From an optimization exercise on the open Yosys and OpenROAD flow, aimed at small area; shortcuts taken in it are not production practice. In this exercise RTL edits were held to simulation tests only and were not proved equivalent to the original. Power and IR drop assume default switching activity.

## decode_stage
module decode_stage
(
  input  logic      clk_i,
  input  logic      reset_i,
  input  rv64_isa_pkg::xlen_t     pc_i,
  input  rv64_isa_pkg::inst_t     inst_i,
  input  logic      predict_taken_i,
  input  rv64_isa_pkg::xlen_t     rs1_data_i,
  input  rv64_isa_pkg::xlen_t     rs2_data_i,
  input  rv64_isa_pkg::xlen_t     ex_data_i,
  input  rv64_isa_pkg::xlen_t     mem_data_i,
  input  rv64_isa_pkg::xlen_t     wb_data_i,
  input  rv64_isa_pkg::xlen_t     load_data_i,
  input  exec_ctrl_pkg::fwd_sel_t  rs1_fwd_sel_i,
  input  exec_ctrl_pkg::fwd_sel_t  rs2_fwd_sel_i,
  input  logic      rs1_load_fwd_i,
  input  logic      rs2_load_fwd_i,
  output rv64_isa_pkg::reg_addr_t rs1_addr_o,
  output rv64_isa_pkg::reg_addr_t rs2_addr_o,
  output logic      rs1_r_en_o,
  output logic      rs2_r_en_o,
  output logic      redirect_o,
  output rv64_isa_pkg::xlen_t     redirect_pc_o,
  output exec_ctrl_pkg::alu_op_t   ex_alu_op_o,
  output exec_ctrl_pkg::alu_sel_t  ex_alu_sel_o,
  output rv64_isa_pkg::xlen_t     ex_rs1_data_o,
  output rv64_isa_pkg::xlen_t     ex_rs2_data_o,
  output rv64_isa_pkg::xlen_t     ex_pc_o,
  output rv64_isa_pkg::reg_addr_t ex_wb_addr_o,
  output logic      ex_wb_en_o,
  output logic      ex_mem_r_en_o,
  output logic      ex_mem_w_en_o,
  output exec_ctrl_pkg::mem_mask_t ex_mem_mask_o,
  output logic      ex_mem_signed_o,
  output rv64_isa_pkg::xlen_t     ex_store_data_o
);
  rv64_isa_pkg::xlen_t rs1_val, rs2_val_n;
  logic is_jalr, is_branch;
  rv64_isa_pkg::xlen_t pc_q, rs1_q, rs2_qn;
  logic [31:2] ir_q;
  logic        ok_q;
  always_ff @(posedge clk_i) begin
    pc_q  <= pc_i;
    rs1_q <= rs1_val;
  ...
clock: 12.0 ns
lec_check: 0
cap_margin: 20
core_area: 5 5 295 295
die_area: 0 0 300 300
slew_margin: 20
synth_hierarchical: 1
synth_minimum_keep_size: 0
standard.sh (not shown) runs the stock make flow with config.mk's settings and CLKGATE_MAP_FILE= SYNTH_SCRIPT=/design/flow/synth_recipe.tcl, a recipe that flattens the netlist after the stock synthesis.
==> flow/flow/run.sh <==
#!/bin/bash
# Standard layout (the standard.sh, standard synthesis unchanged) with:
#  - port buffers made from the smallest buffer cell,
#  - a clock tree of smaller clock buffers without dummy loads,
#  - gates off the critical paths downsized after the resize step's
#    repair_design, followed by another repair_design, and again after
#    global routing (ORFS RECOVER_POWER), followed by repair_design.
set -e -o pipefail
export BUFFER_PORTS_ARGS="-buffer_cell sky130_fd_sc_hd__buf_1"
export CTS_ARGS="-sink_clustering_enable -repair_clock_nets -dont_use_dummy_load -sink_clustering_size 8 -sink_clustering_max_diameter 40 -buf_list {sky130_fd_sc_hd__clkbuf_2 sky130_fd_sc_hd__clkbuf_4}"
export GPL_KEEP_OVERFLOW=0
export POST_RESIZE_TCL=$PWD/flow/post_resize.tcl
export RECOVER_POWER=100
export POST_GLOBAL_ROUTE_TCL=$PWD/flow/post_grt.tcl
bash standard.sh > standard.log 2>&1
==> flow/flow/post_grt.tcl <==
# After global routing's power recovery (RECOVER_POWER): repair any slew or
# capacitance violation the downsizing left, legalize and reroute.
global_route -start_incremental
repair_design -cap_margin 20 -slew_margin 20 -match_cell_footprint -verbose
detailed_placement
global_route -end_incremental
estimate_parasitics -global_routing
report_design_area
report_wns
report_check_types -max_slew -max_capacitance
==> flow/flow/post_resize.tcl <==
# After the resize step's repair_design: downsize gates with timing slack
# (same footprint only), then repair any slew or capacitance this leaves.
estimate_parasitics -placement
report_design_area
report_wns
repair_timing -recover_power 100 -match_cell_footprint -verbose
report_design_area
repair_design -cap_margin 20 -slew_margin 20 -match_cell_footprint -verbose
report_design_area
report_wns
The starting point passed the timing, DRC and antenna checks.
==> next run, changes <==
--- a/flow/flow/run.sh
+++ b/flow/flow/run.sh
@@ -5,3 +5,2 @@
-#  - gates off the critical paths downsized after the resize step's
-#    repair_design, followed by another repair_design, and again after
-#    global routing (ORFS RECOVER_POWER), followed by repair_design.
+#  - gates off the critical paths downsized after global placement, before
+#    the standard repair_design of the resize step.
@@ -12,3 +11,2 @@
-export POST_RESIZE_TCL=$PWD/flow/post_resize.tcl
-export RECOVER_POWER=100
-export POST_GLOBAL_ROUTE_TCL=$PWD/flow/post_grt.tcl
+export PLACE_PINS_ARGS="-min_distance 1 -min_distance_in_tracks"
+export PRE_RESIZE_TCL=$PWD/flow/pre_resize.tcl
==> flow/flow/pre_resize.tcl (new file) <==
# Downsize gates with timing slack (same footprint only); repair_design in
# the resize step then fixes any slew or capacitance this leaves.
estimate_parasitics -placement
set_dont_use $::env(DONT_USE_CELLS)
report_design_area
repair_timing -recover_power 100 -match_cell_footprint -verbose
report_design_area
report_wns
--- a/flow/config.mk
+++ b/flow/config.mk
@@ -9,2 +9,2 @@
-export CORE_AREA = 5 5 295 295
-export DIE_AREA = 0 0 300 300
+export CORE_AREA = 5 5 215 215
+export DIE_AREA = 0 0 220 220
removed: flow/flow/post_grt.tcl
removed: flow/flow/post_resize.tcl
What happened: The new run completed with no timing, DRC or antenna violations. Synthesized area is unchanged. Maximum frequency rose by 9.9%. Cell area fell by 2.7%. Die area fell by 46%. Total power fell by 3.9%. Global-route usage rose by 12 points. Clock power fell by 11%. Critical path depth does not change.
==> next run, changes <==
--- a/flow/flow/run.sh
+++ b/flow/flow/run.sh
@@ -11 +10,0 @@
-export PLACE_PINS_ARGS="-min_distance 1 -min_distance_in_tracks"
--- a/flow/config.mk
+++ b/flow/config.mk
@@ -9,2 +9,2 @@
-export CORE_AREA = 5 5 215 215
-export DIE_AREA = 0 0 220 220
+export CORE_AREA = 5 5 295 295
+export DIE_AREA = 0 0 300 300
The changed run completed with no timing, DRC or antenna violations.
Sequential power grows by a few percent.
First-iteration DRC count shrinks slightly.
Utilization shrinks by 20 points.
Global-route usage shrinks by 11 points.

-- port drivers added, routing unchanged --
The results above use ideal ports. As a check the final layouts listed here were re-extracted and re-timed, cells and wires unchanged.
Step 1, drivers: a clkbuf_16 drives clk_i and a buf_2 each remaining input, both assumed.
Step 2, shift: input delay + t, output delay - t, t = (earliest + latest rising clock arrival at the registers) / 2. This alone moves slack from input paths to output paths.
Slacks: ideal ports / drivers / drivers and shift; pairs: ideal ports / drivers.
| run | t (ns) | setup slack, ns | cell pins on the clock port's net |
|---|---|---|---|
| the first run | 0.903 | 0.390 / 0.343 / 0.343 | 1 |
| the second run | 0.796 | 1.432 / 1.411 / 1.411 | 1 |
| the third run | 0.872 | 0.915 / 0.889 / 0.889 | 1 |
After both steps every run listed still meets setup and hold. The setup slack of the first run, which loses most, moves by -0.047 ns with the drivers and by -0.047 ns with both steps.
